From an optimization exercise on the open Yosys and OpenROAD flow, aimed at small area; shortcuts taken in it are not production practice.
In this exercise RTL edits were held to simulation tests only and were not proved equivalent to the original.
Power figures rest on the tool's default switching activity, not on a simulated workload.

## job 8224
Design branch_predictor, start of the top module:
module branch_predictor (
    input  logic                clk,
    input  logic                rstn,
    input  logic [31:0]         pc_IF,
    output logic                predict_IF,
    output logic [31:0]         pred_target_IF,
    input  logic                record_we,
    input  logic [4:0]          record_pc,
    input  logic [24:0]         record_tag,
    input  logic                record_data,
    input  logic [31:0]         record_target
);
Size: ~1900 flip-flops, ~0.071 sq mm of cells after synthesis.
export LEC_CHECK = 0
export CAP_MARGIN = 20
export CORE_MARGIN = 2
export CORE_UTILIZATION = 65
export SETUP_SLACK_MARGIN = 0.3
export SLEW_MARGIN = 20
export SYNTH_HIERARCHICAL = 1
export SYNTH_MINIMUM_KEEP_SIZE = 0
create_clock -name core_clock -period 8.0 [get_ports {clk}]
standard.sh (not shown) runs the stock make flow with config.mk's settings and CLKGATE_MAP_FILE= SYNTH_SCRIPT=/design/flow/synth_recipe.tcl, a recipe that flattens the netlist after the stock synthesis.
==> flow/flow/run.sh <==
#!/bin/bash
# The standard layout (standard.sh), with these ORFS variables changed:
#  - ABC_LOAD_IN_FF: synthesis sizes gates for a 2 fF load instead of 5 fF;
#  - CTS_ARGS: sink clusters of up to 14 flip-flops, clkbuf_4/clkbuf_8 only, no dummy loads;
#  - BUFFER_PORTS_ARGS: every port still gets a buffer, a plain buf_2;
#  - SKIP_GATE_CLONING: timing repair sizes and buffers but does not clone gates.
# The whole make output goes to standard_flow.log; ORFS's per-step logs are under orfs/logs.
set -euo pipefail
bash standard.sh \
  ABC_LOAD_IN_FF=2 \
  "CTS_ARGS=-sink_clustering_enable -repair_clock_nets -dont_use_dummy_load -sink_clustering_size 14 -sink_clustering_max_diameter 60 -buf_list {sky130_fd_sc_hd__clkbuf_4 sky130_fd_sc_hd__clkbuf_8}" \
  "BUFFER_PORTS_ARGS=-buffer_cell sky130_fd_sc_hd__buf_2" \
  SKIP_GATE_CLONING=1 \
  finish > standard_flow.log 2>&1
Job 8224 finished every stage and its layout cleared the timing, design-rule and antenna checks.
The inputs of job 7373 differ from those of job 8224 as listed below.
- CORE_UTILIZATION changed from 65 to 72
--- a/flow/flow/run.sh
+++ b/flow/flow/run.sh
@@ -4 +4 @@
-#  - CTS_ARGS: sink clusters of up to 14 flip-flops, clkbuf_4/clkbuf_8 only, no dummy loads;
+#  - CTS_ARGS: sink clusters of up to 18 flip-flops, clkbuf_4/clkbuf_8 only, no dummy loads;
@@ -11 +11 @@
-  "CTS_ARGS=-sink_clustering_enable -repair_clock_nets -dont_use_dummy_load -sink_clustering_size 14 -sink_clustering_max_diameter 60 -buf_list {sky130_fd_sc_hd__clkbuf_4 sky130_fd_sc_hd__clkbuf_8}" \
+  "CTS_ARGS=-sink_clustering_enable -repair_clock_nets -dont_use_dummy_load -sink_clustering_size 18 -sink_clustering_max_diameter 60 -buf_list {sky130_fd_sc_hd__clkbuf_4 sky130_fd_sc_hd__clkbuf_8}" \
## What came out
Global-route usage (higher): job 7373. Job 7373 completed; timing, DRC and antenna clean. The hold slack of job 7373 is lower than that of job 8224. Job 7373 vs job 8224 — area of all placed cells without fillers dropped 1.1%.
diff inputs: job 7373 => job 1890
--- a/flow/flow/run.sh
+++ b/flow/flow/run.sh
@@ -5 +5 @@
-#  - BUFFER_PORTS_ARGS: every port still gets a buffer, a plain buf_2;
+#  - BUFFER_PORTS_ARGS: every port still gets a buffer, a plain buf_1;
@@ -12 +12 @@
-  "BUFFER_PORTS_ARGS=-buffer_cell sky130_fd_sc_hd__buf_2" \
+  "BUFFER_PORTS_ARGS=-buffer_cell sky130_fd_sc_hd__buf_1" \
==> comparison <==
Job 1890 reached the end of the flow, and the finished layout is clean on the timing, design-rule and antenna checks. Core outline area: job 7373 vs job 1890 identical. Compared with job 7373, in job 1890 worst hold slack now larger, arrival time reported for the critical path endpoint now larger. Sort job 7373 and job 1890 by least setup slack across all paths after layout asc -> top: job 1890. Number of cells upsized or downsized after cts up 1 in job 1890 wrt job 7373.


Setup of rev 12:
branch_predictor, a different RTL version from the one above (not shown whole).
Size: about 3800 cells after synthesis, about 1900 flip-flops, ~130 I/O pins, about 71000 µm² of cells after synthesis.
Settings: LEC_CHECK=0, CAP_MARGIN=10, CORE_MARGIN=2, CORE_UTILIZATION=55, SETUP_SLACK_MARGIN=0.3, SLEW_MARGIN=10, SYNTH_HIERARCHICAL=1, SYNTH_MINIMUM_KEEP_SIZE=0; clock period 8.0 ns.
==> flow/flow/run.sh <==
#!/bin/bash
# The standard layout (standard.sh), with these ORFS variables changed:
#  - ABC_LOAD_IN_FF: synthesis sizes gates for a 2 fF load instead of 5 fF;
#  - CTS_ARGS: large sink clusters, clkbuf_4/clkbuf_8 only, no dummy loads;
#  - BUFFER_PORTS_ARGS: every port still gets a buffer, a plain buf_2.
# The whole make output goes to standard_flow.log; ORFS's per-step logs are under orfs/logs.
set -euo pipefail
bash standard.sh \
  ABC_LOAD_IN_FF=2 \
  "CTS_ARGS=-sink_clustering_enable -repair_clock_nets -dont_use_dummy_load -sink_clustering_size 14 -sink_clustering_max_diameter 60 -buf_list {sky130_fd_sc_hd__clkbuf_4 sky130_fd_sc_hd__clkbuf_8}" \
  "BUFFER_PORTS_ARGS=-buffer_cell sky130_fd_sc_hd__buf_2" \
  finish > standard_flow.log 2>&1
No crash in rev 12: every stage finished, but the layout fails its final checks due to max-capacitance violations.
Input-level comparison between rev 13 and rev 12:
- CORE_UTILIZATION: 55 -> 65
--- outcome ---
- Rev 13: all stages complete, timing, DRC and antenna checks passed
- Compared with rev 12, rev 13 shows a lower number of tapcells.
- Rev 13 vs rev 12 — area inside the core boundary dropped by more than 10%
- Delta (rev 13 minus rev 12): maximum clock rate held; measured slew at the worst slew-check pin lower; total met3 wirelength after detailed routing now larger; vias after detailed routing shrank by 170; wire length of the first global-routing pass shows a reduction of 24000 µm.
- Die area, rev 12 and rev 13: lower on rev 13
- Comparing rev 12 and rev 13, the higher power share of the combinational group was measured on rev 12.
- NOTE power density over cell area rev 12->rev 13 increased slightly

==> re-timing with driven ports <==
Ports are ideal in the flow. The routed layouts listed here were re-timed in OpenROAD.
Step 1 sets driving cells, clkbuf_16 on the clock port and buf_2 on the other inputs (assumed; they add their load-dependent delay and slew).
Step 2 adds t to the input delays and takes it off the output delays; t is the mean of the earliest and latest rising clock arrival at the registers after step 1. Input paths then give back, and output paths get back, about the clock's delay inside the block.
a / b / c = ideal ports / drivers / drivers and shift; a / b = the first two.
| run | shift t [ns] | setup WS [ns] | hold WS [ns] | clock arrival spread, ns |
|---|---|---|---|---|
| job 8224 | 0.920 | 0.273 / 0.185 / 0.185 | 0.555 / 0.555 / 0.555 | 0.083 / 0.083 |
| job 7373 | 0.947 | 0.319 / 0.276 / 0.276 | 0.541 / 0.541 / 0.541 | 0.082 / 0.082 |
| job 1890 | 0.930 | 0.270 / 0.174 / 0.174 | 0.557 / 0.557 / 0.557 | 0.115 / 0.114 |
| rev 12 | 0.999 | 0.286 / 0.227 / 0.227 | 0.515 / 0.515 / 0.515 | 0.086 / 0.086 |
| rev 13 | 0.948 | 0.293 / 0.274 / 0.274 | 0.517 / 0.517 / 0.517 | 0.103 / 0.103 |
For job 1890, which loses most, drivers alone change the setup slack by -0.096 ns; drivers and shift together by -0.096 ns.
